Background: an optimization exercise with open tools, aiming at small area, a short achievable clock period and few clock cycles. Do not read the settings as production practice. No run shown here included a check of the RTL's function; only the layout flow was run. Power is estimated from default activity; no workload was simulated.

==> flow/design.v <==
`default_nettype none
package fixed_arith_pkg;
  localparam int FIX_W  = 16;
  localparam int FRAC_W = 8;
  localparam int PROD_W = 32;  
  localparam logic [31:0] REG_OP_A      = 32'h00;
  localparam logic [31:0] REG_OP_B      = 32'h04;
  localparam logic [31:0] REG_SUM       = 32'h08;
  localparam logic [31:0] REG_PROD      = 32'h0C;
  localparam logic [31:0] REG_PROD_FULL = 32'h10;
  localparam logic [1:0] RESP_OKAY = 2'b00;
  typedef logic [FIX_W-1:0] fix_t;
  typedef struct packed {
    fix_t a;  
    fix_t b;  
  } fix_operands_t;
  typedef struct packed {
    fix_t sum;
    logic overflow;  
  } add_result_t;
  typedef struct packed {
    logic [PROD_W-1:0] full;
    fix_t              product;  
    logic              overflow;
    logic              precision_lost;
  } mul_result_t;
endpackage
`default_nettype wire
`default_nettype none
`timescale 1ns/10ps
module fixed_add_unit
(
  input  logic [fixed_arith_pkg::FIX_W-1:0] a,
  input  logic [fixed_arith_pkg::FIX_W-1:0] b,
  output fixed_arith_pkg::add_result_t      add_res
);
  assign {add_res.overflow, add_res.sum} = {1'b0, a} + {1'b0, b};
endmodule
`default_nettype wire
`default_nettype none
`timescale 1ns/10ps
module fixed_mul_unit
(
  input  logic        clk,
  input  logic [15:0] a,
  input  logic [15:0] b,
  input  logic [7:0]  bone,   
  input  logic [7:0]  btwo,   
  output logic [31:0] p,
  output logic        ovf,   
  output logic        prec   
);
  logic bo0, bt0, bn0, bp0_0, bp0_1, bp0_2, bp0_3, bp0_4, bp0_5, bp0_6;
  logic bp0_7, bp0_8, bp0_9, bp0_10, bp0_11, bp0_12, bp0_13, bp0_14, bp0_15, bp0_16;
  logic bs0, bo1, bt1, bn1, bp1_0, bp1_1, bp1_2, bp1_3, bp1_4, bp1_5;
  logic bp1_6, bp1_7, bp1_8, bp1_9, bp1_10, bp1_11, bp1_12, bp1_13, bp1_14, bp1_15;
  logic bp1_16, bs1, bo2, bt2, bn2, bp2_0, bp2_1, bp2_2, bp2_3, bp2_4;
  logic bp2_5, bp2_6, bp2_7, bp2_8, bp2_9, bp2_10, bp2_11, bp2_12, bp2_13, bp2_14;
  logic bp2_15, bp2_16, bs2, bo3, bt3, bn3, bp3_0, bp3_1, bp3_2, bp3_3;
  logic bp3_4, bp3_5, bp3_6, bp3_7, bp3_8, bp3_9, bp3_10, bp3_11, bp3_12, bp3_13;
  logic bp3_14, bp3_15, bp3_16, bs3, bo4, bt4, bn4, bp4_0, bp4_1, bp4_2;
  logic bp4_3, bp4_4, bp4_5, bp4_6, bp4_7, bp4_8, bp4_9, bp4_10, bp4_11, bp4_12;
  logic bp4_13, bp4_14, bp4_15, bp4_16, bs4, bo5, bt5, bn5, bp5_0, bp5_1;
  logic bp5_2, bp5_3, bp5_4, bp5_5, bp5_6, bp5_7, bp5_8, bp5_9, bp5_10, bp5_11;
  logic bp5_12, bp5_13, bp5_14, bp5_15, bp5_16, bs5, bo6, bt6, bn6, bp6_0;
  logic bp6_1, bp6_2, bp6_3, bp6_4, bp6_5, bp6_6, bp6_7, bp6_8, bp6_9, bp6_10;
  logic bp6_11, bp6_12, bp6_13, bp6_14, bp6_15, bp6_16, bs6, bo7, bt7, bn7;
  logic bp7_0, bp7_1, bp7_2, bp7_3, bp7_4, bp7_5, bp7_6, bp7_7, bp7_8, bp7_9;
  logic bp7_10, bp7_11, bp7_12, bp7_13, bp7_14, bp7_15, bp7_16, bs7, bp8_0, bp8_1;
  logic bp8_2, bp8_3, bp8_4, bp8_5, bp8_6, bp8_7, bp8_8, bp8_9, bp8_10, bp8_11;
  logic bp8_12, bp8_13, bp8_14, bp8_15, hs0, hc0, hs1, hc1, fs0, fc0;
  logic hs2, hc2, fs1, fc1, hs3, hc3, fs2, fc2, fs3, fc3;
  logic hs4, hc4, fs4, fc4, fs5, fc5, hs5, hc5, fs6, fc6;
  logic fs7, fc7, fs8, fc8, fs9, fc9, fs10, fc10, fs11, fc11;
  logic fs12, fc12, fs13, fc13, fs14, fc14, fs15, fc15, fs16, fc16;
  logic fs17, fc17, fs18, fc18, fs19, fc19, hs6, hc6, fs20, fc20;
  logic fs21, fc21, fs22, fc22, hs7, hc7, fs23, fc23, hs8, hc8;
  logic hs9, hc9, hs10, hc10, fs24, fc24, hs11, hc11, fs25, fc25;
  logic hs12, hc12, fs26, fc26, fs27, fc27, fs28, fc28, fs29, fc29;
  logic fs30, fc30, fs31, fc31, fs32, fc32, fs33, fc33, fs34, fc34;
  logic fs35, fc35, fs36, fc36, fs37, fc37, fs38, fc38, fs39, fc39;
  logic fs40, fc40, fs41, fc41, fs42, fc42, fs43, fc43, fs44, fc44;
  logic fs45, fc45, fs46, fc46, fs47, fc47, fs48, fc48, fs49, fc49;
  logic fs50, fc50, fs51, fc51, fs52, fc52, fs53, fc53, fs54, fc54;
  logic fs55, fc55, fs56, fc56, fs57, fc57, fs58, fc58, hs13, hc13;
  logic fs59, fc59, hs14, hc14, hs15, hc15, hs16, hc16, fs60, fc60;
  logic fs61, fc61, fs62, fc62, fs63, fc63, fs64, fc64, fs65, fc65;
  logic fs66, fc66, fs67, fc67, fs68, fc68, fs69, fc69, fs70, fc70;
  logic fs71, fc71, fs72, fc72, fs73, fc73, fs74, fc74, fs75, fc75;
  logic fs76, fc76, fs77, fc77, fs78, fc78, fs79, fc79, fs80, fc80;
  logic fs81, fc81, fs82, fc82, fs83, fc83, hs17, hc17;
  logic [31:0] r0_q;
  logic [31:0] r1_q;
  logic [31:0] r2_q;
  logic hs18, hc18, hs19, hc19, fs84, fc84, fs85, fc85, fs86, fc86;
  logic fs87, fc87, fs88, fc88, fs89, fc89, fs90, fc90, fs91, fc91;
  logic fs92, fc92, fs93, fc93, fs94, fc94, fs95, fc95, fs96, fc96;
  logic fs97, fc97, fs98, fc98, fs99, fc99, fs100, fc100, fs101, fc101;
  logic fs102, fc102, fs103, fc103, fs104, fc104, fs105, fc105, fs106, fc106;
  logic fs107, fc107, fs108, fc108, fs109, fc109, fs110, fc110, fs111, fc111;
  logic [31:0] x, y;
  assign bo0 = bone[0];
  assign bt0 = btwo[0];
  assign bn0 = b[1];
  assign bp0_0 = ((bo0 & a[0])) ^ bn0;
  assign bp0_1 = ((bo0 & a[1]) | (bt0 & a[0])) ^ bn0;
  assign bp0_2 = ((bo0 & a[2]) | (bt0 & a[1])) ^ bn0;
  assign bp0_3 = ((bo0 & a[3]) | (bt0 & a[2])) ^ bn0;
  assign bp0_4 = ((bo0 & a[4]) | (bt0 & a[3])) ^ bn0;
  assign bp0_5 = ((bo0 & a[5]) | (bt0 & a[4])) ^ bn0;
  assign bp0_6 = ((bo0 & a[6]) | (bt0 & a[5])) ^ bn0;
  assign bp0_7 = ((bo0 & a[7]) | (bt0 & a[6])) ^ bn0;
  assign bp0_8 = ((bo0 & a[8]) | (bt0 & a[7])) ^ bn0;
  assign bp0_9 = ((bo0 & a[9]) | (bt0 & a[8])) ^ bn0;
  assign bp0_10 = ((bo0 & a[10]) | (bt0 & a[9])) ^ bn0;
  assign bp0_11 = ((bo0 & a[11]) | (bt0 & a[10])) ^ bn0;
  assign bp0_12 = ((bo0 & a[12]) | (bt0 & a[11])) ^ bn0;
  assign bp0_13 = ((bo0 & a[13]) | (bt0 & a[12])) ^ bn0;
  assign bp0_14 = ((bo0 & a[14]) | (bt0 & a[13])) ^ bn0;
  assign bp0_15 = ((bo0 & a[15]) | (bt0 & a[14])) ^ bn0;
  assign bp0_16 = ((bt0 & a[15])) ^ bn0;
  assign bs0 = ~bn0;
  assign bo1 = bone[1];
  assign bt1 = btwo[1];
  assign bn1 = b[3];
  assign bp1_0 = ((bo1 & a[0])) ^ bn1;
  assign bp1_1 = ((bo1 & a[1]) | (bt1 & a[0])) ^ bn1;
  assign bp1_2 = ((bo1 & a[2]) | (bt1 & a[1])) ^ bn1;
  assign bp1_3 = ((bo1 & a[3]) | (bt1 & a[2])) ^ bn1;
  assign bp1_4 = ((bo1 & a[4]) | (bt1 & a[3])) ^ bn1;
  assign bp1_5 = ((bo1 & a[5]) | (bt1 & a[4])) ^ bn1;
  assign bp1_6 = ((bo1 & a[6]) | (bt1 & a[5])) ^ bn1;
  assign bp1_7 = ((bo1 & a[7]) | (bt1 & a[6])) ^ bn1;
  assign bp1_8 = ((bo1 & a[8]) | (bt1 & a[7])) ^ bn1;
  assign bp1_9 = ((bo1 & a[9]) | (bt1 & a[8])) ^ bn1;
  assign bp1_10 = ((bo1 & a[10]) | (bt1 & a[9])) ^ bn1;
  assign bp1_11 = ((bo1 & a[11]) | (bt1 & a[10])) ^ bn1;
  assign bp1_12 = ((bo1 & a[12]) | (bt1 & a[11])) ^ bn1;
  assign bp1_13 = ((bo1 & a[13]) | (bt1 & a[12])) ^ bn1;
  assign bp1_14 = ((bo1 & a[14]) | (bt1 & a[13])) ^ bn1;
  assign bp1_15 = ((bo1 & a[15]) | (bt1 & a[14])) ^ bn1;
  assign bp1_16 = ((bt1 & a[15])) ^ bn1;
  assign bs1 = ~bn1;
  assign bo2 = bone[2];
  assign bt2 = btwo[2];
  assign bn2 = b[5];
  assign bp2_0 = ((bo2 & a[0])) ^ bn2;
  assign bp2_1 = ((bo2 & a[1]) | (bt2 & a[0])) ^ bn2;
  assign bp2_2 = ((bo2 & a[2]) | (bt2 & a[1])) ^ bn2;
  assign bp2_3 = ((bo2 & a[3]) | (bt2 & a[2])) ^ bn2;
  assign bp2_4 = ((bo2 & a[4]) | (bt2 & a[3])) ^ bn2;
  assign bp2_5 = ((bo2 & a[5]) | (bt2 & a[4])) ^ bn2;
  assign bp2_6 = ((bo2 & a[6]) | (bt2 & a[5])) ^ bn2;
  assign bp2_7 = ((bo2 & a[7]) | (bt2 & a[6])) ^ bn2;
  assign bp2_8 = ((bo2 & a[8]) | (bt2 & a[7])) ^ bn2;
  assign bp2_9 = ((bo2 & a[9]) | (bt2 & a[8])) ^ bn2;
  assign bp2_10 = ((bo2 & a[10]) | (bt2 & a[9])) ^ bn2;
  assign bp2_11 = ((bo2 & a[11]) | (bt2 & a[10])) ^ bn2;
  assign bp2_12 = ((bo2 & a[12]) | (bt2 & a[11])) ^ bn2;
  assign bp2_13 = ((bo2 & a[13]) | (bt2 & a[12])) ^ bn2;
  assign bp2_14 = ((bo2 & a[14]) | (bt2 & a[13])) ^ bn2;
  assign bp2_15 = ((bo2 & a[15]) | (bt2 & a[14])) ^ bn2;
  assign bp2_16 = ((bt2 & a[15])) ^ bn2;
  assign bs2 = ~bn2;
  assign bo3 = bone[3];
  assign bt3 = btwo[3];
  assign bn3 = b[7];
  assign bp3_0 = ((bo3 & a[0])) ^ bn3;
  assign bp3_1 = ((bo3 & a[1]) | (bt3 & a[0])) ^ bn3;
  assign bp3_2 = ((bo3 & a[2]) | (bt3 & a[1])) ^ bn3;
  assign bp3_3 = ((bo3 & a[3]) | (bt3 & a[2])) ^ bn3;
  assign bp3_4 = ((bo3 & a[4]) | (bt3 & a[3])) ^ bn3;
  assign bp3_5 = ((bo3 & a[5]) | (bt3 & a[4])) ^ bn3;
  assign bp3_6 = ((bo3 & a[6]) | (bt3 & a[5])) ^ bn3;
  assign bp3_7 = ((bo3 & a[7]) | (bt3 & a[6])) ^ bn3;
  assign bp3_8 = ((bo3 & a[8]) | (bt3 & a[7])) ^ bn3;
  assign bp3_9 = ((bo3 & a[9]) | (bt3 & a[8])) ^ bn3;
  assign bp3_10 = ((bo3 & a[10]) | (bt3 & a[9])) ^ bn3;
  assign bp3_11 = ((bo3 & a[11]) | (bt3 & a[10])) ^ bn3;
  assign bp3_12 = ((bo3 & a[12]) | (bt3 & a[11])) ^ bn3;
  assign bp3_13 = ((bo3 & a[13]) | (bt3 & a[12])) ^ bn3;
  assign bp3_14 = ((bo3 & a[14]) | (bt3 & a[13])) ^ bn3;
  assign bp3_15 = ((bo3 & a[15]) | (bt3 & a[14])) ^ bn3;
  assign bp3_16 = ((bt3 & a[15])) ^ bn3;
  assign bs3 = ~bn3;
  assign bo4 = bone[4];
  assign bt4 = btwo[4];
  assign bn4 = b[9];
  assign bp4_0 = ((bo4 & a[0])) ^ bn4;
  assign bp4_1 = ((bo4 & a[1]) | (bt4 & a[0])) ^ bn4;
  assign bp4_2 = ((bo4 & a[2]) | (bt4 & a[1])) ^ bn4;
  assign bp4_3 = ((bo4 & a[3]) | (bt4 & a[2])) ^ bn4;
  assign bp4_4 = ((bo4 & a[4]) | (bt4 & a[3])) ^ bn4;
  assign bp4_5 = ((bo4 & a[5]) | (bt4 & a[4])) ^ bn4;
  assign bp4_6 = ((bo4 & a[6]) | (bt4 & a[5])) ^ bn4;
  assign bp4_7 = ((bo4 & a[7]) | (bt4 & a[6])) ^ bn4;
  assign bp4_8 = ((bo4 & a[8]) | (bt4 & a[7])) ^ bn4;
  assign bp4_9 = ((bo4 & a[9]) | (bt4 & a[8])) ^ bn4;
  assign bp4_10 = ((bo4 & a[10]) | (bt4 & a[9])) ^ bn4;
  assign bp4_11 = ((bo4 & a[11]) | (bt4 & a[10])) ^ bn4;
  assign bp4_12 = ((bo4 & a[12]) | (bt4 & a[11])) ^ bn4;
  assign bp4_13 = ((bo4 & a[13]) | (bt4 & a[12])) ^ bn4;
  assign bp4_14 = ((bo4 & a[14]) | (bt4 & a[13])) ^ bn4;
  assign bp4_15 = ((bo4 & a[15]) | (bt4 & a[14])) ^ bn4;
  assign bp4_16 = ((bt4 & a[15])) ^ bn4;
  assign bs4 = ~bn4;
  assign bo5 = bone[5];
  assign bt5 = btwo[5];
  assign bn5 = b[11];
  assign bp5_0 = ((bo5 & a[0])) ^ bn5;
  assign bp5_1 = ((bo5 & a[1]) | (bt5 & a[0])) ^ bn5;
  assign bp5_2 = ((bo5 & a[2]) | (bt5 & a[1])) ^ bn5;
  assign bp5_3 = ((bo5 & a[3]) | (bt5 & a[2])) ^ bn5;
  assign bp5_4 = ((bo5 & a[4]) | (bt5 & a[3])) ^ bn5;
  assign bp5_5 = ((bo5 & a[5]) | (bt5 & a[4])) ^ bn5;
  assign bp5_6 = ((bo5 & a[6]) | (bt5 & a[5])) ^ bn5;
  assign bp5_7 = ((bo5 & a[7]) | (bt5 & a[6])) ^ bn5;
  assign bp5_8 = ((bo5 & a[8]) | (bt5 & a[7])) ^ bn5;
  assign bp5_9 = ((bo5 & a[9]) | (bt5 & a[8])) ^ bn5;
  assign bp5_10 = ((bo5 & a[10]) | (bt5 & a[9])) ^ bn5;
  assign bp5_11 = ((bo5 & a[11]) | (bt5 & a[10])) ^ bn5;
  assign bp5_12 = ((bo5 & a[12]) | (bt5 & a[11])) ^ bn5;
  assign bp5_13 = ((bo5 & a[13]) | (bt5 & a[12])) ^ bn5;
  assign bp5_14 = ((bo5 & a[14]) | (bt5 & a[13])) ^ bn5;
  assign bp5_15 = ((bo5 & a[15]) | (bt5 & a[14])) ^ bn5;
  assign bp5_16 = ((bt5 & a[15])) ^ bn5;
  assign bs5 = ~bn5;
  assign bo6 = bone[6];
  assign bt6 = btwo[6];
  assign bn6 = b[13];
  assign bp6_0 = ((bo6 & a[0])) ^ bn6;
  assign bp6_1 = ((bo6 & a[1]) | (bt6 & a[0])) ^ bn6;
  assign bp6_2 = ((bo6 & a[2]) | (bt6 & a[1])) ^ bn6;
  assign bp6_3 = ((bo6 & a[3]) | (bt6 & a[2])) ^ bn6;
  assign bp6_4 = ((bo6 & a[4]) | (bt6 & a[3])) ^ bn6;
  assign bp6_5 = ((bo6 & a[5]) | (bt6 & a[4])) ^ bn6;
  assign bp6_6 = ((bo6 & a[6]) | (bt6 & a[5])) ^ bn6;
  assign bp6_7 = ((bo6 & a[7]) | (bt6 & a[6])) ^ bn6;
  assign bp6_8 = ((bo6 & a[8]) | (bt6 & a[7])) ^ bn6;
  assign bp6_9 = ((bo6 & a[9]) | (bt6 & a[8])) ^ bn6;
  assign bp6_10 = ((bo6 & a[10]) | (bt6 & a[9])) ^ bn6;
  assign bp6_11 = ((bo6 & a[11]) | (bt6 & a[10])) ^ bn6;
  assign bp6_12 = ((bo6 & a[12]) | (bt6 & a[11])) ^ bn6;
  assign bp6_13 = ((bo6 & a[13]) | (bt6 & a[12])) ^ bn6;
  assign bp6_14 = ((bo6 & a[14]) | (bt6 & a[13])) ^ bn6;
  assign bp6_15 = ((bo6 & a[15]) | (bt6 & a[14])) ^ bn6;
  assign bp6_16 = ((bt6 & a[15])) ^ bn6;
  assign bs6 = ~bn6;
  assign bo7 = bone[7];
  assign bt7 = btwo[7];
  assign bn7 = b[15];
  assign bp7_0 = ((bo7 & a[0])) ^ bn7;
  assign bp7_1 = ((bo7 & a[1]) | (bt7 & a[0])) ^ bn7;
  assign bp7_2 = ((bo7 & a[2]) | (bt7 & a[1])) ^ bn7;
  assign bp7_3 = ((bo7 & a[3]) | (bt7 & a[2])) ^ bn7;
  assign bp7_4 = ((bo7 & a[4]) | (bt7 & a[3])) ^ bn7;
  assign bp7_5 = ((bo7 & a[5]) | (bt7 & a[4])) ^ bn7;
  assign bp7_6 = ((bo7 & a[6]) | (bt7 & a[5])) ^ bn7;
  assign bp7_7 = ((bo7 & a[7]) | (bt7 & a[6])) ^ bn7;
  assign bp7_8 = ((bo7 & a[8]) | (bt7 & a[7])) ^ bn7;
  assign bp7_9 = ((bo7 & a[9]) | (bt7 & a[8])) ^ bn7;
  assign bp7_10 = ((bo7 & a[10]) | (bt7 & a[9])) ^ bn7;
  assign bp7_11 = ((bo7 & a[11]) | (bt7 & a[10])) ^ bn7;
  assign bp7_12 = ((bo7 & a[12]) | (bt7 & a[11])) ^ bn7;
  assign bp7_13 = ((bo7 & a[13]) | (bt7 & a[12])) ^ bn7;
  assign bp7_14 = ((bo7 & a[14]) | (bt7 & a[13])) ^ bn7;
  assign bp7_15 = ((bo7 & a[15]) | (bt7 & a[14])) ^ bn7;
  assign bp7_16 = ((bt7 & a[15])) ^ bn7;
  assign bs7 = ~bn7;
  assign bp8_0 = a[0] & b[15];
  assign bp8_1 = a[1] & b[15];
  assign bp8_2 = a[2] & b[15];
  assign bp8_3 = a[3] & b[15];
  assign bp8_4 = a[4] & b[15];
  assign bp8_5 = a[5] & b[15];
  assign bp8_6 = a[6] & b[15];
  assign bp8_7 = a[7] & b[15];
  assign bp8_8 = a[8] & b[15];
  assign bp8_9 = a[9] & b[15];
  assign bp8_10 = a[10] & b[15];
  assign bp8_11 = a[11] & b[15];
  assign bp8_12 = a[12] & b[15];
  assign bp8_13 = a[13] & b[15];
  assign bp8_14 = a[14] & b[15];
  assign bp8_15 = a[15] & b[15];
  assign hs0 = bn5 ^ bp0_10;
  assign hc0 = bn5 & bp0_10;
  assign hs1 = bp0_11 ^ bp1_9;
  assign hc1 = bp0_11 & bp1_9;
  fixed_fa u_fs0 (.x(bn6), .y(bp0_12), .z(bp1_10), .s(fs0), .c(fc0));
  assign hs2 = bp2_8 ^ bp3_6;
  assign hc2 = bp2_8 & bp3_6;
  fixed_fa u_fs1 (.x(bp0_13), .y(bp1_11), .z(bp2_9), .s(fs1), .c(fc1));
  assign hs3 = bp3_7 ^ bp4_5;
  assign hc3 = bp3_7 & bp4_5;
  fixed_fa u_fs2 (.x(bn7), .y(bp0_14), .z(bp1_12), .s(fs2), .c(fc2));
  fixed_fa u_fs3 (.x(bp2_10), .y(bp3_8), .z(bp4_6), .s(fs3), .c(fc3));
  assign hs4 = bp5_4 ^ bp6_2;
  assign hc4 = bp5_4 & bp6_2;
  fixed_fa u_fs4 (.x(bp0_15), .y(bp1_13), .z(bp2_11), .s(fs4), .c(fc4));
  fixed_fa u_fs5 (.x(bp3_9), .y(bp4_7), .z(bp5_5), .s(fs5), .c(fc5));
  assign hs5 = bp6_3 ^ bp7_1;
  assign hc5 = bp6_3 & bp7_1;
  fixed_fa u_fs6 (.x(bp8_0), .y(bp0_16), .z(bp1_14), .s(fs6), .c(fc6));
  fixed_fa u_fs7 (.x(bp2_12), .y(bp3_10), .z(bp4_8), .s(fs7), .c(fc7));
  fixed_fa u_fs8 (.x(bp5_6), .y(bp6_4), .z(bp7_2), .s(fs8), .c(fc8));
  fixed_fa u_fs9 (.x(bn0), .y(bp8_1), .z(bp1_15), .s(fs9), .c(fc9));
  fixed_fa u_fs10 (.x(bp2_13), .y(bp3_11), .z(bp4_9), .s(fs10), .c(fc10));
  fixed_fa u_fs11 (.x(bp5_7), .y(bp6_5), .z(bp7_3), .s(fs11), .c(fc11));
  fixed_fa u_fs12 (.x(bn0), .y(bp8_2), .z(bp1_16), .s(fs12), .c(fc12));
  fixed_fa u_fs13 (.x(bp2_14), .y(bp3_12), .z(bp4_10), .s(fs13), .c(fc13));
  fixed_fa u_fs14 (.x(bp5_8), .y(bp6_6), .z(bp7_4), .s(fs14), .c(fc14));
  fixed_fa u_fs15 (.x(bs0), .y(bs1), .z(bp8_3), .s(fs15), .c(fc15));
  fixed_fa u_fs16 (.x(bp2_15), .y(bp3_13), .z(bp4_11), .s(fs16), .c(fc16));
  fixed_fa u_fs17 (.x(bp5_9), .y(bp6_7), .z(bp7_5), .s(fs17), .c(fc17));
  fixed_fa u_fs18 (.x(1'b1), .y(bp8_4), .z(bp2_16), .s(fs18), .c(fc18));
  fixed_fa u_fs19 (.x(bp3_14), .y(bp4_12), .z(bp5_10), .s(fs19), .c(fc19));
  assign hs6 = bp6_8 ^ bp7_6;
  assign hc6 = bp6_8 & bp7_6;
  fixed_fa u_fs20 (.x(bs2), .y(bp8_5), .z(bp3_15), .s(fs20), .c(fc20));
  fixed_fa u_fs21 (.x(bp4_13), .y(bp5_11), .z(bp6_9), .s(fs21), .c(fc21));
  fixed_fa u_fs22 (.x(1'b1), .y(bp8_6), .z(bp3_16), .s(fs22), .c(fc22));
  assign hs7 = bp4_14 ^ bp5_12;
  assign hc7 = bp4_14 & bp5_12;
  fixed_fa u_fs23 (.x(bs3), .y(bp8_7), .z(bp4_15), .s(fs23), .c(fc23));
  assign hs8 = 1'b1 ^ bp8_8;
  assign hc8 = 1'b1 & bp8_8;
  assign hs9 = bn3 ^ bp0_6;
  assign hc9 = bn3 & bp0_6;
  assign hs10 = bp0_7 ^ bp1_5;
  assign hc10 = bp0_7 & bp1_5;
  fixed_fa u_fs24 (.x(bn4), .y(bp0_8), .z(bp1_6), .s(fs24), .c(fc24));
  assign hs11 = bp2_4 ^ bp3_2;
  assign hc11 = bp2_4 & bp3_2;
  fixed_fa u_fs25 (.x(bp0_9), .y(bp1_7), .z(bp2_5), .s(fs25), .c(fc25));
  assign hs12 = bp3_3 ^ bp4_1;
  assign hc12 = bp3_3 & bp4_1;
  fixed_fa u_fs26 (.x(bp1_8), .y(bp2_6), .z(bp3_4), .s(fs26), .c(fc26));
  fixed_fa u_fs27 (.x(bp4_2), .y(bp5_0), .z(hs0), .s(fs27), .c(fc27));
  fixed_fa u_fs28 (.x(bp2_7), .y(bp3_5), .z(bp4_3), .s(fs28), .c(fc28));
  fixed_fa u_fs29 (.x(bp5_1), .y(hc0), .z(hs1), .s(fs29), .c(fc29));
  fixed_fa u_fs30 (.x(bp4_4), .y(bp5_2), .z(bp6_0), .s(fs30), .c(fc30));
  fixed_fa u_fs31 (.x(hc1), .y(hs2), .z(fs0), .s(fs31), .c(fc31));
  fixed_fa u_fs32 (.x(bp5_3), .y(bp6_1), .z(hc2), .s(fs32), .c(fc32));
  fixed_fa u_fs33 (.x(hs3), .y(fc0), .z(fs1), .s(fs33), .c(fc33));
  fixed_fa u_fs34 (.x(bp7_0), .y(hc3), .z(hs4), .s(fs34), .c(fc34));
  fixed_fa u_fs35 (.x(fc1), .y(fs2), .z(fs3), .s(fs35), .c(fc35));
  fixed_fa u_fs36 (.x(hc4), .y(hs5), .z(fc2), .s(fs36), .c(fc36));
  fixed_fa u_fs37 (.x(fc3), .y(fs4), .z(fs5), .s(fs37), .c(fc37));
  fixed_fa u_fs38 (.x(hc5), .y(fc4), .z(fc5), .s(fs38), .c(fc38));
  fixed_fa u_fs39 (.x(fs6), .y(fs7), .z(fs8), .s(fs39), .c(fc39));
  fixed_fa u_fs40 (.x(fc6), .y(fc7), .z(fc8), .s(fs40), .c(fc40));
  fixed_fa u_fs41 (.x(fs9), .y(fs10), .z(fs11), .s(fs41), .c(fc41));
  fixed_fa u_fs42 (.x(fc9), .y(fc10), .z(fc11), .s(fs42), .c(fc42));
  fixed_fa u_fs43 (.x(fs12), .y(fs13), .z(fs14), .s(fs43), .c(fc43));
  fixed_fa u_fs44 (.x(fs15), .y(fc12), .z(fc13), .s(fs44), .c(fc44));
  fixed_fa u_fs45 (.x(fc14), .y(fs16), .z(fs17), .s(fs45), .c(fc45));
  fixed_fa u_fs46 (.x(fc15), .y(hs6), .z(fc16), .s(fs46), .c(fc46));
  fixed_fa u_fs47 (.x(fc17), .y(fs18), .z(fs19), .s(fs47), .c(fc47));
  fixed_fa u_fs48 (.x(bp7_7), .y(hc6), .z(fc18), .s(fs48), .c(fc48));
  fixed_fa u_fs49 (.x(fc19), .y(fs20), .z(fs21), .s(fs49), .c(fc49));
  fixed_fa u_fs50 (.x(bp6_10), .y(bp7_8), .z(hs7), .s(fs50), .c(fc50));
  fixed_fa u_fs51 (.x(fc20), .y(fc21), .z(fs22), .s(fs51), .c(fc51));
  fixed_fa u_fs52 (.x(bp5_13), .y(bp6_11), .z(bp7_9), .s(fs52), .c(fc52));
  fixed_fa u_fs53 (.x(hc7), .y(fc22), .z(fs23), .s(fs53), .c(fc53));
  fixed_fa u_fs54 (.x(hs8), .y(bp4_16), .z(bp5_14), .s(fs54), .c(fc54));
  fixed_fa u_fs55 (.x(bp6_12), .y(bp7_10), .z(fc23), .s(fs55), .c(fc55));
  fixed_fa u_fs56 (.x(bs4), .y(bp8_9), .z(hc8), .s(fs56), .c(fc56));
  fixed_fa u_fs57 (.x(bp5_15), .y(bp6_13), .z(bp7_11), .s(fs57), .c(fc57));
  fixed_fa u_fs58 (.x(1'b1), .y(bp8_10), .z(bp5_16), .s(fs58), .c(fc58));
  assign hs13 = bp6_14 ^ bp7_12;
  assign hc13 = bp6_14 & bp7_12;
  fixed_fa u_fs59 (.x(bs5), .y(bp8_11), .z(bp6_15), .s(fs59), .c(fc59));
  assign hs14 = 1'b1 ^ bp8_12;
  assign hc14 = 1'b1 & bp8_12;
  assign hs15 = bn2 ^ bp0_4;
  assign hc15 = bn2 & bp0_4;
  assign hs16 = bp0_5 ^ bp1_3;
  assign hc16 = bp0_5 & bp1_3;
  fixed_fa u_fs60 (.x(bp1_4), .y(bp2_2), .z(bp3_0), .s(fs60), .c(fc60));
  fixed_fa u_fs61 (.x(bp2_3), .y(bp3_1), .z(hc9), .s(fs61), .c(fc61));
  fixed_fa u_fs62 (.x(bp4_0), .y(hc10), .z(hs11), .s(fs62), .c(fc62));
  fixed_fa u_fs63 (.x(hc11), .y(hs12), .z(fc24), .s(fs63), .c(fc63));
  fixed_fa u_fs64 (.x(hc12), .y(fc25), .z(fs26), .s(fs64), .c(fc64));
  fixed_fa u_fs65 (.x(fc26), .y(fs28), .z(fc27), .s(fs65), .c(fc65));
  fixed_fa u_fs66 (.x(fc28), .y(fs30), .z(fc29), .s(fs66), .c(fc66));
  fixed_fa u_fs67 (.x(fc30), .y(fs32), .z(fc31), .s(fs67), .c(fc67));
  fixed_fa u_fs68 (.x(fc32), .y(fs34), .z(fc33), .s(fs68), .c(fc68));
  fixed_fa u_fs69 (.x(fc34), .y(fc35), .z(fs36), .s(fs69), .c(fc69));
  fixed_fa u_fs70 (.x(fc36), .y(fc37), .z(fs38), .s(fs70), .c(fc70));
  fixed_fa u_fs71 (.x(fc38), .y(fc39), .z(fs40), .s(fs71), .c(fc71));
  fixed_fa u_fs72 (.x(fc40), .y(fc41), .z(fs42), .s(fs72), .c(fc72));
  fixed_fa u_fs73 (.x(fc42), .y(fc43), .z(fs44), .s(fs73), .c(fc73));
  fixed_fa u_fs74 (.x(fc44), .y(fc45), .z(fs46), .s(fs74), .c(fc74));
  fixed_fa u_fs75 (.x(fc46), .y(fc47), .z(fs48), .s(fs75), .c(fc75));
  fixed_fa u_fs76 (.x(fs50), .y(fc48), .z(fc49), .s(fs76), .c(fc76));
  fixed_fa u_fs77 (.x(fs52), .y(fc50), .z(fc51), .s(fs77), .c(fc77));
  fixed_fa u_fs78 (.x(fc52), .y(fs54), .z(fc53), .s(fs78), .c(fc78));
  fixed_fa u_fs79 (.x(fs56), .y(fc54), .z(fs57), .s(fs79), .c(fc79));
  fixed_fa u_fs80 (.x(fc56), .y(hs13), .z(fc57), .s(fs80), .c(fc80));
  fixed_fa u_fs81 (.x(bp7_13), .y(hc13), .z(fc58), .s(fs81), .c(fc81));
  fixed_fa u_fs82 (.x(hs14), .y(bp6_16), .z(bp7_14), .s(fs82), .c(fc82));
  fixed_fa u_fs83 (.x(bs6), .y(bp8_13), .z(hc14), .s(fs83), .c(fc83));
  assign hs17 = 1'b1 ^ bp8_14;
  assign hc17 = 1'b1 & bp8_14;
  always_ff @(posedge clk)
  begin
    r0_q[0] <= bn0;
    r1_q[0] <= bp0_0;
    r0_q[1] <= bp0_1;
    r0_q[2] <= bn1;
    r1_q[2] <= bp0_2;
    r2_q[2] <= bp1_0;
    r0_q[3] <= bp0_3;
    r1_q[3] <= bp1_1;
    r0_q[4] <= bp1_2;
    r1_q[4] <= bp2_0;
    r2_q[4] <= hs15;
    r0_q[5] <= bp2_1;
    r1_q[5] <= hc15;
    r2_q[5] <= hs16;
    r0_q[6] <= hc16;
    r1_q[6] <= hs9;
    r2_q[6] <= fs60;
    r0_q[7] <= hs10;
    r1_q[7] <= fc60;
    r2_q[7] <= fs61;
    r0_q[8] <= fs24;
    r1_q[8] <= fc61;
    r2_q[8] <= fs62;
    r0_q[9] <= fs25;
    r1_q[9] <= fc62;
    r2_q[9] <= fs63;
    r0_q[10] <= fs27;
    r1_q[10] <= fc63;
    r2_q[10] <= fs64;
    r0_q[11] <= fs29;
    r1_q[11] <= fc64;
    r2_q[11] <= fs65;
    r0_q[12] <= fs31;
    r1_q[12] <= fc65;
    r2_q[12] <= fs66;
    r0_q[13] <= fs33;
    r1_q[13] <= fc66;
    r2_q[13] <= fs67;
    r0_q[14] <= fs35;
    r1_q[14] <= fc67;
    r2_q[14] <= fs68;
    r0_q[15] <= fs37;
    r1_q[15] <= fc68;
    r2_q[15] <= fs69;
    r0_q[16] <= fs39;
    r1_q[16] <= fc69;
    r2_q[16] <= fs70;
    r0_q[17] <= fs41;
    r1_q[17] <= fc70;
    r2_q[17] <= fs71;
    r0_q[18] <= fs43;
    r1_q[18] <= fc71;
    r2_q[18] <= fs72;
    r0_q[19] <= fs45;
    r1_q[19] <= fc72;
    r2_q[19] <= fs73;
    r0_q[20] <= fs47;
    r1_q[20] <= fc73;
    r2_q[20] <= fs74;
    r0_q[21] <= fs49;
    r1_q[21] <= fc74;
    r2_q[21] <= fs75;
    r0_q[22] <= fs51;
    r1_q[22] <= fc75;
    r2_q[22] <= fs76;
    r0_q[23] <= fs53;
    r1_q[23] <= fc76;
    r2_q[23] <= fs77;
    r0_q[24] <= fs55;
    r1_q[24] <= fc77;
    r2_q[24] <= fs78;
    r0_q[25] <= fc55;
    r1_q[25] <= fs79;
    r2_q[25] <= fc78;
    r0_q[26] <= fs58;
    r1_q[26] <= fc79;
    r2_q[26] <= fs80;
    r0_q[27] <= fs59;
    r1_q[27] <= fc80;
    r2_q[27] <= fs81;
    r0_q[28] <= fc59;
    r1_q[28] <= fs82;
    r2_q[28] <= fc81;
    r0_q[29] <= bp7_15;
    r1_q[29] <= fs83;
    r2_q[29] <= fc82;
    r0_q[30] <= hs17;
    r1_q[30] <= bp7_16;
    r2_q[30] <= fc83;
    r0_q[31] <= bs7;
    r1_q[31] <= bp8_15;
    r2_q[31] <= hc17;
  end
  assign r1_q[1] = 1'b0;
  assign r2_q[0] = 1'b0;
  assign r2_q[1] = 1'b0;
  assign r2_q[3] = 1'b0;
  assign hs18 = r0_q[2] ^ r1_q[2];
  assign hc18 = r0_q[2] & r1_q[2];
  assign hs19 = r0_q[3] ^ r1_q[3];
  assign hc19 = r0_q[3] & r1_q[3];
  fixed_fa u_fs84 (.x(r0_q[4]), .y(r1_q[4]), .z(r2_q[4]), .s(fs84), .c(fc84));
  fixed_fa u_fs85 (.x(r0_q[5]), .y(r1_q[5]), .z(r2_q[5]), .s(fs85), .c(fc85));
  fixed_fa u_fs86 (.x(r0_q[6]), .y(r1_q[6]), .z(r2_q[6]), .s(fs86), .c(fc86));
  fixed_fa u_fs87 (.x(r0_q[7]), .y(r1_q[7]), .z(r2_q[7]), .s(fs87), .c(fc87));
  fixed_fa u_fs88 (.x(r0_q[8]), .y(r1_q[8]), .z(r2_q[8]), .s(fs88), .c(fc88));
  fixed_fa u_fs89 (.x(r0_q[9]), .y(r1_q[9]), .z(r2_q[9]), .s(fs89), .c(fc89));
  fixed_fa u_fs90 (.x(r0_q[10]), .y(r1_q[10]), .z(r2_q[10]), .s(fs90), .c(fc90));
  fixed_fa u_fs91 (.x(r0_q[11]), .y(r1_q[11]), .z(r2_q[11]), .s(fs91), .c(fc91));
  fixed_fa u_fs92 (.x(r0_q[12]), .y(r1_q[12]), .z(r2_q[12]), .s(fs92), .c(fc92));
  fixed_fa u_fs93 (.x(r0_q[13]), .y(r1_q[13]), .z(r2_q[13]), .s(fs93), .c(fc93));
  fixed_fa u_fs94 (.x(r0_q[14]), .y(r1_q[14]), .z(r2_q[14]), .s(fs94), .c(fc94));
  fixed_fa u_fs95 (.x(r0_q[15]), .y(r1_q[15]), .z(r2_q[15]), .s(fs95), .c(fc95));
  fixed_fa u_fs96 (.x(r0_q[16]), .y(r1_q[16]), .z(r2_q[16]), .s(fs96), .c(fc96));
  fixed_fa u_fs97 (.x(r0_q[17]), .y(r1_q[17]), .z(r2_q[17]), .s(fs97), .c(fc97));
  fixed_fa u_fs98 (.x(r0_q[18]), .y(r1_q[18]), .z(r2_q[18]), .s(fs98), .c(fc98));
  fixed_fa u_fs99 (.x(r0_q[19]), .y(r1_q[19]), .z(r2_q[19]), .s(fs99), .c(fc99));
  fixed_fa u_fs100 (.x(r0_q[20]), .y(r1_q[20]), .z(r2_q[20]), .s(fs100), .c(fc100));
  fixed_fa u_fs101 (.x(r0_q[21]), .y(r1_q[21]), .z(r2_q[21]), .s(fs101), .c(fc101));
  fixed_fa u_fs102 (.x(r0_q[22]), .y(r1_q[22]), .z(r2_q[22]), .s(fs102), .c(fc102));
  fixed_fa u_fs103 (.x(r0_q[23]), .y(r1_q[23]), .z(r2_q[23]), .s(fs103), .c(fc103));
  fixed_fa u_fs104 (.x(r0_q[24]), .y(r1_q[24]), .z(r2_q[24]), .s(fs104), .c(fc104));
  fixed_fa u_fs105 (.x(r0_q[25]), .y(r1_q[25]), .z(r2_q[25]), .s(fs105), .c(fc105));
  fixed_fa u_fs106 (.x(r0_q[26]), .y(r1_q[26]), .z(r2_q[26]), .s(fs106), .c(fc106));
  fixed_fa u_fs107 (.x(r0_q[27]), .y(r1_q[27]), .z(r2_q[27]), .s(fs107), .c(fc107));
  fixed_fa u_fs108 (.x(r0_q[28]), .y(r1_q[28]), .z(r2_q[28]), .s(fs108), .c(fc108));
  fixed_fa u_fs109 (.x(r0_q[29]), .y(r1_q[29]), .z(r2_q[29]), .s(fs109), .c(fc109));
  fixed_fa u_fs110 (.x(r0_q[30]), .y(r1_q[30]), .z(r2_q[30]), .s(fs110), .c(fc110));
  fixed_fa u_fs111 (.x(r0_q[31]), .y(r1_q[31]), .z(r2_q[31]), .s(fs111), .c(fc111));
  assign x[0] = r0_q[0];
  assign y[0] = r1_q[0];
  assign x[1] = r0_q[1];
  assign y[1] = 1'b0;
  assign x[2] = r2_q[2];
  assign y[2] = hs18;
  assign x[3] = hc18;
  assign y[3] = hs19;
  assign x[4] = hc19;
  assign y[4] = fs84;
  assign x[5] = fc84;
  assign y[5] = fs85;
  assign x[6] = fc85;
  assign y[6] = fs86;
  assign x[7] = fc86;
  assign y[7] = fs87;
  assign x[8] = fc87;
  assign y[8] = fs88;
  assign x[9] = fc88;
  assign y[9] = fs89;
  assign x[10] = fc89;
  assign y[10] = fs90;
  assign x[11] = fc90;
  assign y[11] = fs91;
  assign x[12] = fc91;
  assign y[12] = fs92;
  assign x[13] = fc92;
  assign y[13] = fs93;
  assign x[14] = fc93;
  assign y[14] = fs94;
  assign x[15] = fc94;
  assign y[15] = fs95;
  assign x[16] = fc95;
  assign y[16] = fs96;
  assign x[17] = fc96;
  assign y[17] = fs97;
  assign x[18] = fc97;
  assign y[18] = fs98;
  assign x[19] = fc98;
  assign y[19] = fs99;
  assign x[20] = fc99;
  assign y[20] = fs100;
  assign x[21] = fc100;
  assign y[21] = fs101;
  assign x[22] = fc101;
  assign y[22] = fs102;
  assign x[23] = fc102;
  assign y[23] = fs103;
  assign x[24] = fc103;
  assign y[24] = fs104;
  assign x[25] = fc104;
  assign y[25] = fs105;
  assign x[26] = fc105;
  assign y[26] = fs106;
  assign x[27] = fc106;
  assign y[27] = fs107;
  assign x[28] = fc107;
  assign y[28] = fs108;
  assign x[29] = fc108;
  assign y[29] = fs109;
  assign x[30] = fc109;
  assign y[30] = fs110;
  assign x[31] = fc110;
  assign y[31] = fs111;
  logic [7:0]  z;
  assign p = x + y;
  assign z[0] = p[24];
  assign z[7:1] = (x[31:25] ^ y[31:25]) ^ (x[30:24] | y[30:24]);
  assign ovf  = |z;
  assign prec = |p[7:0];
endmodule
`default_nettype wire
`default_nettype none
module fixed_fa
(
  input  logic x,
  input  logic y,
  input  logic z,
  output logic s,
  output logic c
);
  assign s = x ^ y ^ z;
  assign c = (x & y) | (x & z) | (y & z);
endmodule
`default_nettype wire
`default_nettype none
`timescale 1ns/10ps
module axil_fixed_regs
#(
  parameter int ADDR_W = 5
)
(
  input  logic              clk,
  input  logic              rst_n,
  input  logic [ADDR_W-1:0] awaddr,
  input  logic              awvalid,
  output logic              awready,
  input  logic [31:0]       wdata,
  input  logic [3:0]        wstrb,
  input  logic              wvalid,
  output logic              wready,
  output logic [1:0]        bresp,
  output logic              bvalid,
  input  logic              bready,
  input  logic [ADDR_W-1:0] araddr,
  input  logic              arvalid,
  output logic              arready,
  output logic [31:0]       rdata,
  output logic [1:0]        rresp,
  output logic              rvalid,
  input  logic              rready,
  output fixed_arith_pkg::fix_operands_t operands,
  output logic [7:0]        b_one,      
  output logic [7:0]        b_two,      
  input  fixed_arith_pkg::add_result_t   add_res,
  input  logic [fixed_arith_pkg::PROD_W-1:0] prod,
  input  logic              prod_ovf,   
  input  logic              prod_prec   
);
  logic        wr_fire;
  logic        wr_op_a;
  logic        wr_op_b;
  logic        wr_op_q;
  logic        wr_b_lo;
  logic        wr_b_hi;
  logic [15:0] b_next;
  logic [16:0] bw;        
  logic [16:0] bn;        
  logic [7:0]  one_w;
  logic [7:0]  two_w;
  logic        one_n4;
  logic        two_n4;
  logic        rd_fire;
  logic [31:0] rd_map;
  assign awready = ~bvalid;
  assign wready  = ~bvalid;
  assign wr_fire = awvalid & wvalid & ~bvalid;
  assign wr_op_a = wr_fire & (awaddr[ADDR_W-1:2] == fixed_arith_pkg::REG_OP_A[ADDR_W-1:2]);
  assign wr_op_b = wr_fire & (awaddr[ADDR_W-1:2] == fixed_arith_pkg::REG_OP_B[ADDR_W-1:2]);
  assign bresp   = fixed_arith_pkg::RESP_OKAY;
  assign wr_b_lo = wr_op_b & wstrb[0];
  assign wr_b_hi = wr_op_b & wstrb[1];
  assign b_next  = {wr_b_hi ? wdata[15:8] : operands.b[15:8], wr_b_lo ? wdata[7:0] : operands.b[7:0]};
  assign bw      = {wdata[15:0], 1'b0};
  assign bn      = {b_next, 1'b0};
  always_comb
  begin
    for (int k = 0; k < 8; k++)
    begin
      one_w[k] = bw[2*k+1] ^ bw[2*k];
      two_w[k] = bw[2*k+2] ? ~(bw[2*k+1] | bw[2*k]) : (bw[2*k+1] & bw[2*k]);
    end
  end
  assign one_n4 = bn[9] ^ bn[8];
  assign two_n4 = bn[10] ? ~(bn[9] | bn[8]) : (bn[9] & bn[8]);
  always_ff @(posedge clk or negedge rst_n)
  begin
    if (!rst_n)
    begin
      bvalid   <= 1'b0;
      wr_op_q  <= 1'b0;
      operands <= '0;
      b_one    <= '0;
      b_two    <= '0;
    end
    else
    begin
      if (wr_fire)
        bvalid <= 1'b1;
      else if (bready)
        bvalid <= 1'b0;
      wr_op_q <= wr_op_a | wr_op_b;
      if (wr_op_a & wstrb[0]) operands.a[7:0]  <= wdata[7:0];
      if (wr_op_a & wstrb[1]) operands.a[15:8] <= wdata[15:8];
      if (wr_op_b & wstrb[0]) operands.b[7:0]  <= wdata[7:0];
      if (wr_op_b & wstrb[1]) operands.b[15:8] <= wdata[15:8];
      if (wr_b_lo)
      begin
        b_one[3:0] <= one_w[3:0];
        b_two[3:0] <= two_w[3:0];
      end
      if (wr_b_hi)
      begin
        b_one[7:5] <= one_w[7:5];
        b_two[7:5] <= two_w[7:5];
      end
      if (wr_b_lo | wr_b_hi)
      begin
        b_one[4] <= one_n4;
        b_two[4] <= two_n4;
      end
    end
  end
  assign arready = ~rvalid & ~wr_op_q;
  assign rd_fire = arvalid & arready;
  assign rresp   = fixed_arith_pkg::RESP_OKAY;
  always_comb
  begin
    case (araddr[ADDR_W-1:2])
      3'd2:    rd_map = {15'd0, add_res.overflow, add_res.sum};
      3'd3:    rd_map = {14'd0, prod_prec, prod_ovf, prod[23:8]};
      3'd4:    rd_map = prod;
      default: rd_map = 32'd0;  
    endcase
  end
  always_ff @(posedge clk or negedge rst_n)
  begin
    if (!rst_n)
      rvalid <= 1'b0;
    else if (rd_fire)
      rvalid <= 1'b1;
    else if (rready)
      rvalid <= 1'b0;
  end
  always_ff @(posedge clk)
  begin
    if (rd_fire)
      rdata <= rd_map;  
  end
endmodule
`default_nettype wire
`default_nettype none
`timescale 1ns/10ps
module fixed_arith_top
#(
  parameter int ADDR_W = 5
)
(
  input  logic              clk,
  input  logic              rst_n,
  input  logic [ADDR_W-1:0] awaddr,
  input  logic              awvalid,
  output logic              awready,
  input  logic [31:0]       wdata,
  input  logic [3:0]        wstrb,
  input  logic              wvalid,
  output logic              wready,
  output logic [1:0]        bresp,
  output logic              bvalid,
  input  logic              bready,
  input  logic [ADDR_W-1:0] araddr,
  input  logic              arvalid,
  output logic              arready,
  output logic [31:0]       rdata,
  output logic [1:0]        rresp,
  output logic              rvalid,
  input  logic              rready
);
  fixed_arith_pkg::fix_operands_t     operands;
  fixed_arith_pkg::add_result_t       add_res;
  logic [fixed_arith_pkg::PROD_W-1:0] prod;
  logic                               prod_ovf;
  logic [7:0]                         b_one;
  logic [7:0]                         b_two;
  logic                               prod_prec;
  axil_fixed_regs #(
    .ADDR_W (ADDR_W)
  ) u_regs (
    .clk       (clk),
    .rst_n     (rst_n),
    .awaddr    (awaddr),
    .awvalid   (awvalid),
    .awready   (awready),
    .wdata     (wdata),
    .wstrb     (wstrb),
    .wvalid    (wvalid),
    .wready    (wready),
    .bresp     (bresp),
    .bvalid    (bvalid),
    .bready    (bready),
    .araddr    (araddr),
    .arvalid   (arvalid),
    .arready   (arready),
    .rdata     (rdata),
    .rresp     (rresp),
    .rvalid    (rvalid),
    .rready    (rready),
    .operands  (operands),
    .b_one     (b_one),
    .b_two     (b_two),
    .add_res   (add_res),
    .prod      (prod),
    .prod_ovf  (prod_ovf),
    .prod_prec (prod_prec)
  );
  fixed_add_unit u_add (
    .a       (operands.a),
    .b       (operands.b),
    .add_res (add_res)
  );
  fixed_mul_unit u_mul (
    .clk (clk),
    .a   (operands.a),
    .b    (operands.b),
    .bone (b_one),
    .btwo (b_two),
    .p    (prod),
    .ovf  (prod_ovf),
    .prec (prod_prec)
  );
endmodule
`default_nettype wire
==> flow/run.sh <==
#!/bin/bash
# synth_recipe.tcl (not shown) runs the flow's synth.tcl, then flattens the netlist and writes it again
# the make line also repeats each setting of config.mk as NAME=value (left out here)
make -C /OpenROAD-flow-scripts/flow DESIGN_CONFIG=/design/flow/config.mk WORK_HOME=/design/flow/orfs CLKGATE_MAP_FILE= SYNTH_SCRIPT=/design/flow/synth_recipe.tcl finish
==> flow/config.mk <==
export PLATFORM = sky130hd
export DESIGN_NAME = fixed_arith_top
export DESIGN_NICKNAME = fixed_arith_top
export VERILOG_FILES = /design/flow/design.v
export SDC_FILE = /design/flow/constraint.sdc
export NUM_CORES = 4
export LEC_CHECK = 0
export ABC_CLOCK_PERIOD_IN_PS = 2900
export CAP_MARGIN = 20
export CORE_MARGIN = 2
export CORE_UTILIZATION = 40
export SETUP_SLACK_MARGIN = 2.5
export SLEW_MARGIN = 20
export SYNTH_HIERARCHICAL = 1
export SYNTH_MINIMUM_KEEP_SIZE = 0
==> flow/constraint.sdc <==
create_clock -name core_clock -period 5.5 [get_ports {clk}]
set_input_delay 1.1000 -clock core_clock [delete_from_list [all_inputs] [get_ports {clk}]]
set_output_delay 1.1000 -clock core_clock [all_outputs]
set_load 0.01 [all_outputs]
==> impl_metrics.py, run 1 <==
metrics = {
    "global_route": {
        "track_usage_pct": 20.4,
        "grt_pass1_vias": 10100,
        "grt_pass1_wl_um": 56200,
        "grt_max_degree": 51,
        "overflow": 0,
        "grt_antenna_before_repair": 0,
    },
    "worst_hold_path": {
        "worstHoldPathCells": 1,
        "hp-start": "u_regs.operands[20]",
        "hold_class": "flip-flop to flip-flop",
    },
    "critical_path": {
        "crit_cells": 10,
        "r2r-start": "u_mul.r0_q[6]",
        "ff2ff_path_depth": 10,
        "crit_buf_inv": 1,
        "cp.arrival_ns": 3.36,
        "rrSetupSlack_ns": 2.46,
        "critical_path_class": "flip-flop to flip-flop",
        "slowest_delay_ns": 0.58,
        "cp_top_family": "compound AO/OA/AOI/OAI gates",
        "slowest_stage": "fa_1",
        "crit_path_start_kind": "flip-flop",
        "crit_chain": "fa_1, ha_4, buf_4, a21oi_1, a21oi_2, a211oi_2, o221ai_2, or4b_1, nand3_1, and2_1",
        "required_ns": 5.82,
        "crit_path_max_fanout": 3,
        "endpoint_kind": "flip-flop",
        "crit_start": "u_mul.r0_q[6]",
    },
    "clock_network": {
        "clock_latency_ns": 0.45,
        "htreeDepth": 4,
        "clk_pin_slew_worst_paths_ns": 0.07,
        "cts-root-buf": "clkbuf_16",
        "cts_buffers": 17,
        "cts_tree": "yes",
        "cts_max_path_buffers": 2,
        "cts.sinks": 174,
    },
    "drt": {
        "dr_wl_met3_um": 2160,
        "top_layer_used": "met4",
        "post_drt_wl_per_cell_um": 20.1,
        "drt_iter0_drc": 810,
        "drc_errors": 0,
        "dr_total_vias": 9929,
        "viasPerCell": 5.58,
        "m1WireLength_um": 16800,
        "wl_um": 35800,
        "ant_nets": 0,
        "dr.pass1.iters": 5,
        "wl_met2_um": 16100,
    },
    "yosys": {
        "synth_seq_area_share_pct": 29.8,
        "syn_avg_cell_area_um2": 10.3,
        "yosys.area.top_type_share_pct": 16.7,
        "synth_cell_type_count": 83,
        "postSynthCellCount": 1316,
        "ys_ff_latch": 174,
        "synth_edf_count": 32,
        "async_reset_ff_share_pct": 28.7,
        "synth.area.top_cells": "fa_1 17%, dfxtp_1 14%, xnor2_1 10%, dfrtp_1 9.2%, ha_1 7.6%",
        "synthFlopType": "dfxtp_1",
        "yosysWarnings": 12,
        "synth_area_um2": 13600,
        "synth_top_cell_by_area": "fa_1",
    },
    "power_and_ir_drop": {
        "powerDensity_nw_per_um2": 696,
        "pwr-share-clk_pct": 11.2,
        "internal_power_uw": 5720,
        "switching_share_pct": 47.4,
        "p_sw_uw": 5160,
        "ir_drop_uv": 307,
        "pwr-share-comb_pct": 68.4,
        "p_leak_uw": 0.00626,
        "pwr-share-seq_pct": 20.3,
    },
    "die": {
        "die_area_um2": 35400,
        "die_w_um": 188,
        "start_util_pct": 40.6,
        "pin_count": 94,
        "fp.coreArea_um2": 33400,
        "die_y_um": 188,
        "rows": 67,
    },
    "finish": {
        "diodes": 0,
        "nets": 1567,
        "postLayoutCoreUtil_pct": 46.7,
        "final_layout_size_suffix_gt1_share_pct": 13.8,
        "area_delta_synth_final_pct": 15.1,
        "final_area_um2": 15600,
        "n_fill_cell": 3110,
    },
    "placed_design": {
        "dpl-instance-area_um2": 14400,
        "place.port_buffers": 67,
        "gp_congestion": 0.831,
        "post-dp-hpwl_um": 24600,
    },
    "sta": {
        "timing.fmax_mhz": 328,
        "final_hold_viol_count": 0,
        "min_period_over_period_pct": 55.4,
        "fin_setup_tns_ns": 0,
        "final-setup-viol-count": 0,
        "relSlewSlack_pct": 29.8,
        "fin_crit_ns": 3.04,
        "worst_pin_slew_ns": 1.05,
        "skew_ns": 0.0169,
        "rsz0062_at_grt": "yes",
        "slew_viol_final": 0,
    },
    "run": {
        "cap_viol_max_count": 0,
    },
    "status": {
        "outcome": "timing/DRC/antenna clean",
    },
}
==> what timing repair did <==
item / in CTS / in global routing
cloned: 0 / 0
setup endpoints to repair: 31 / 31
resized for setup: 57 / 61
endpoints found under the hold margin: 0 / 0
hold buffers: 0 / 0
buffers inserted: 4 / 13
pin swaps: 8 / 24
==> flip-flops by register name (all words and copies together), names as in the netlist <==
register         flops
u_mul.r0_q          32
u_mul.r1_q          31
u_mul.r2_q          29
u_regs.b_one         8
u_regs.b_two         8
u_regs.bvalid        1
u_regs.operands     31
u_regs.rdata        32
u_regs.rvalid        1
u_regs.wr_op_q       1
==> worst paths after layout <==
kind / endpoint
max in group asynchronous: u_regs.b_one[0]
setup / recovery: u_regs.rdata[29]
min in group asynchronous: u_regs.operands[31]
setup reg to reg: u_regs.rdata[29]
hold / removal: u_regs.operands[20]
hold reg to reg: u_regs.operands[20]
==> cell type report <==
class	instances	area [um^2]	share of cell area [%]
sequential	174	4080	26.1
clock inverter	14	150	0.960
multi-input combinational	975	9300	59.5
timing repair buffer	101	925	5.91
clock buffer	18	429	2.75
tap	448	561	3.59
inverter	49	184	1.18
==> through the flow <==
stage / hold slack, ns / instances / worst slack (ns) / total power (uW)
6_report: 0.504 / 1779 / 2.46 / 10900
5_1_grt: 0.520 / 1779 / 2.34 / 11700
4_1_cts: 0.507 / 1766 / 2.46 / 10300
3_5_place_dp: 0.489 / 1730 / 1.95 / 8570
3_3_place_gp: 0.476 / 1730 / 1.98 / 8490
2_1_floorplan: 0.389 / 1321 / 2.53 / 6820
==> logic make-up (layout without fill, tap and decap cells) <==
kind of cell    count (synthesis)  count (layout)  share of synthesized area [%]
fa+ha+maj                     196             196                           24.3
compound gates                318             318                           16.2
other cells                     2               7                         0.0553
xor+xnor                      179             179                           11.5
flops                         174             174                           29.8
mux                            56              56                           4.46
simple gates                  219             219                           8.35
buf+inv                       172             182                           5.21
==> per-module statistics from Yosys (local to each module, per instance), excerpt <==
module | copies in the design | cells | area (um^2)
fixed_mul_unit | 1 | 808 | 6820
fixed_add_unit | 1 | 110 | 856
fixed_fa | 112 | 1 | 20.0
==> cell usage after synthesis (6+ instances only) <==
master,instances
mux2i_1,22
a22oi_1,120
nor3_1,10
buf_2,20
xor2_1,17
nor2b_1,6
inv_1,49
ha_1,83
nand2_1,88
nor2_1,21
mux2_1,16
dfrtp_1,50
a21o_1,18
edfxtp_1,32
buf_4,6
a31oi_1,6
nand3_1,11
nand4_1,10
dfxtp_1,92
xnor2_1,162
a211oi_1,8
and2_1,32
o21ai_0,56
and3_1,7
mux2_2,17
clkbuf_1,92
o211ai_1,9
a21oi_1,46
nor4_1,6
fa_1,113
==> power by group through the flow <==
stage	registers (uW)	clock network [uW]	logic [uW]
final	2210	1220	7440
after global routing	2250	1300	8110
after floorplan	1990	0	4830
after global placement	2220	0	6270
after CTS	2200	1250	6870
after detailed placement	2230	0	6350
==> per-layer routing <==
layer  up-vias  GRT usage (%)
met1      4941           28.4
met4         0           7.15
met2       338           31.7
met5         -              0
met3        62           4.00
li1       4588              -
==> cell usage in the layout, fill, tap and decap left out, types with 6 or more instances in the layout <==
cell type        instances
clkdlybuf4s50_1         66
buf_4                   33
xnor2_1                161
mux2_1                  16
nor4_1                   6
nand2_1                 87
a31oi_1                  6
xor2_1                  16
mux2_2                  17
dfxtp_1                 89
and2_1                  31
ha_1                    63
o211ai_1                 9
dfrtp_2                 17
o21ai_2                  6
ha_4                    15
a21oi_2                 10
a21o_1                  18
a22oi_1                120
mux2i_1                 22
a21oi_1                 35
conb_1                   7
nor3_1                   9
dfrtp_1                 32
fa_1                   108
nand3_1                 10
o21ai_0                 48
and3_1                   7
a211oi_1                 6
inv_1                   49
nand4_1                 10
nor2_1                  20
clkbuf_16               17
o21ai_1                  8
edfxtp_1                32
==> inputs of run 2 (changes only) <==
--- a/flow/config.mk
+++ b/flow/config.mk
@@ -9,7 +9,7 @@
 export CAP_MARGIN = 20
 export CORE_MARGIN = 2
 export CORE_UTILIZATION = 40
-export SETUP_SLACK_MARGIN = 2.5
+export SETUP_SLACK_MARGIN = 2.2
 export SLEW_MARGIN = 20
 export SYNTH_HIERARCHICAL = 1
 export SYNTH_MINIMUM_KEEP_SIZE = 0
==> impl_metrics.py, run 2 <==
metrics = {
    "status": {
        "outcome": "timing/DRC/antenna clean",
    },
    "yosys": {
        "synth_edf_count": 32,
        "synth.area.mux_share_pct": 4.46,
        "synthSimpleGateAreaFrac_pct": 8.35,
        "synthTopCellsByCount": "162 x xnor2_1, 120 x a22oi_1, 113 x fa_1",
        "synth_cell_type_count": 83,
        "postSynthCellCount": 1316,
        "synthFlopType": "dfxtp_1",
        "async_reset_ff_share_pct": 28.7,
        "ys_ff_latch": 174,
        "synth_top_cell_by_area": "fa_1",
        "synth_top_family_by_area": "adder cells",
        "synth.area.top_cells": "fa_1 17%, dfxtp_1 14%, xnor2_1 10%, dfrtp_1 9.2%, ha_1 7.6%",
        "yosys.area.top_type_share_pct": 16.7,
        "synth_seq_area_share_pct": 29.8,
        "synth-xor-area-share_pct": 11.5,
        "synth_compound_area_share_pct": 16.2,
        "yosysMostFrequentCell": "xnor2_1",
        "synth_area_um2": 13600,
        "yosysWarnings": 12,
        "synthAdderAreaFrac_pct": 24.3,
        "syn_avg_cell_area_um2": 10.3,
    },
    "critical_path": {
        "cp_top_family": "compound AO/OA/AOI/OAI gates",
        "cp.arrival_ns": 3.47,
        "endpoint_kind": "flip-flop",
        "crit_path_start_kind": "flip-flop",
        "crit_chain": "fa_1, ha_4, a2111oi_4, o21ai_2, a211oi_2, o221ai_2, or4b_1, nand3_1, and2_1",
        "crit_buf_inv": 0,
        "required_ns": 5.82,
        "slowest_stage": "fa_1",
        "crit_path_max_fanout": 7,
        "slowest_delay_ns": 0.58,
        "critical_path_class": "flip-flop to flip-flop",
    },
    "drt": {
        "viasPerCell": 5.60,
        "ant_nets": 0,
        "wl_um": 35300,
        "drc_errors": 0,
        "drt_iter0_drc": 854,
        "dr_total_vias": 9884,
        "dr.pass1.iters": 5,
        "post_drt_wl_per_cell_um": 20.0,
    },
    "die": {
        "pin_count": 94,
        "start_util_pct": 40.6,
        "die_y_um": 188,
        "rows": 67,
        "die_area_um2": 35400,
        "die_w_um": 188,
        "fp.coreArea_um2": 33400,
    },
    "power_and_ir_drop": {
        "powerDensity_nw_per_um2": 667,
        "ir_drop_uv": 289,
        "p_leak_uw": 0.00620,
    },
    "finish": {
        "mostFrequentLayoutCell": "xnor2_1",
        "area_delta_synth_final_pct": 11.7,
        "diodes": 0,
        "final_cell_mix": "162 x xnor2_1, 120 x a22oi_1, 113 x fa_1",
        "final_layout_size_suffix_gt1_share_pct": 8.13,
        "n_fill_cell": 3144,
        "top_regs": "u_mul.r0_q x32, u_regs.rdata x32",
        "nets": 1552,
    },
    "sta": {
        "min_period_over_period_pct": 57.3,
        "slew_viol_final": 0,
        "skew_ns": 0.0147,
        "fin_setup_tns_ns": 0,
        "relSlewSlack_pct": 30.7,
        "fin_crit_ns": 3.15,
        "final-setup-viol-count": 0,
        "timing.fmax_mhz": 317,
        "final_hold_viol_count": 0,
        "worst_pin_slew_ns": 1.04,
        "rsz0062_at_grt": "yes",
        "hold_slack_ns": 0.504,
    },
    "clock_network": {
        "cts.sinks": 174,
        "cts_max_path_buffers": 2,
        "cts_buffers": 17,
        "htreeDepth": 4,
        "clock_latency_ns": 0.45,
        "clk_pin_slew_worst_paths_ns": 0.07,
        "cts-root-buf": "clkbuf_16",
        "cts_tree": "yes",
        "holdBufCountCts": 0,
    },
    "run": {
        "cap_viol_max_count": 0,
    },
    "global_route": {
        "grt_pass1_vias": 10100,
        "overflow": 0,
        "grt_antenna_before_repair": 0,
        "grt_max_degree": 51,
        "grt_pass1_wl_um": 55800,
        "track_usage_pct": 20.3,
    },
    "placed_design": {
        "place.port_buffers": 67,
        "post-dp-hpwl_um": 24600,
        "gp_congestion": 0.831,
    },
    "worst_hold_path": {
        "hold_class": "flip-flop to flip-flop",
    },
}
## run 2: cell counts after synthesis
No cell type changed its count.
## run 2: kinds of logic after synthesis
kind of cell,Yosys count
mux,56
xor+xnor,179
fa+ha+maj,196
buf+inv,172
flops,174
simple gates,219
compound gates,318
other cells,2
## run 2: path summary, 6_finish.rpt
path | slack [ns] | to | from | cells after the start
max | 2.35 | u_regs.rdata[29] | u_mul.r1_q[6] | 9
min | 0.50 | u_regs.operands[20] | u_regs.operands[20] | 1
max reg2reg | 2.35 | u_regs.rdata[29] | u_mul.r1_q[6] | 9
min reg2reg | 0.50 | u_regs.operands[20] | u_regs.operands[20] | 1
max in group asynchronous | 4.27 | u_regs.b_one[0] | rst_n | 2
min in group asynchronous | 0.73 | u_regs.operands[31] | rst_n | 2
## run 2: final cells by class
type / count / area (um^2) / area share, %
multi-input cells: 975 / 8980 / 59.2
flip-flops and latches: 174 / 4060 / 26.7
repair buffers: 86 / 808 / 5.33
well taps: 448 / 561 / 3.70
clock buffers: 18 / 429 / 2.83
inverters: 49 / 184 / 1.21
clock inverters: 14 / 150 / 0.990
## run 2: layer usage
layer | track usage (%) | vias up | part of all wire [%]
li1 | - | 4557 | -
met1 | 28.2 | 4909 | 47
met2 | 31.6 | 345 | 44
met3 | 3.99 | 73 | 6.2
met4 | 6.87 | 0 | 2.4
met5 | 0 | - | 0
## run 2: modules after synthesis (local to each module, per instance), a selection
module	times used	cells inside	flops+latches
fixed_fa	112	1	0
fixed_add_unit	1	110	0
fixed_mul_unit	1	808	92
## run 2: power by group
| part | total, uW | switching (uW) | internal (uW) |
|---|---|---|---|
| clock network | 1220 | 574 | 642 |
| registers | 2210 | 443 | 1760 |
| logic | 6700 | 3880 | 2810 |
| total | 10100 | 4900 | 5220 |
## run 2: per-stage QoR
| stage | utilization, % | total power [uW] | setup WS, ns | instances | instance area, um^2 |
|---|---|---|---|---|---|
| 4_1_cts | 44.9 | 9850 | 2.22 | 1762 | 15000 |
| 6_report | 45.3 | 10100 | 2.35 | 1764 | 15200 |
| 3_3_place_gp | 43.2 | 8490 | 1.98 | 1730 | 14400 |
| 2_1_floorplan | - | 6820 | 2.53 | 1321 | 13600 |
| 5_1_grt | 45.3 | 10900 | 2.16 | 1764 | 15200 |
| 3_5_place_dp | 43.2 | 8570 | 1.95 | 1730 | 14400 |
## run 2: timing repair
item | in CTS | in global routing
buffers inserted | 0 | 2
resized for setup | 3 | 27
setup endpoints to repair | 4 | 14
pin swaps | 0 | 5

==> re-timing with driven ports <==
How much do the figures lean on ideal ports? The routed layouts below were timed once more, with nothing changed but the port constraints. Step 1 (the two cells are an assumption about what drives the block):
set clk [get_ports {clk}]
set_driving_cell -lib_cell sky130_fd_sc_hd__clkbuf_16 $clk
set_driving_cell -lib_cell sky130_fd_sc_hd__buf_2 [delete_from_list [all_inputs] $clk]
Step 2 moves the port delays by t, midway between the first and last clock arrival at a register: inputs arrive t later, outputs are due t later. That takes back most of the time a late clock gives input paths. a / b / c = ideal ports / drivers / drivers and shift; a / b = the first two.
| run | t (ns) | setup slack, ns | worst data-port slew with drivers (ns) |
|---|---|---|---|
| run 1 | 0.497 | 2.456 / 2.456 / 2.279 | 0.04 |
| run 2 | 0.498 | 2.349 / 2.349 / 2.152 | 0.04 |
After both steps every run listed still meets setup and hold. The setup slack of run 2, which loses most, moves by 0.000 ns with the drivers and by -0.197 ns with both steps.
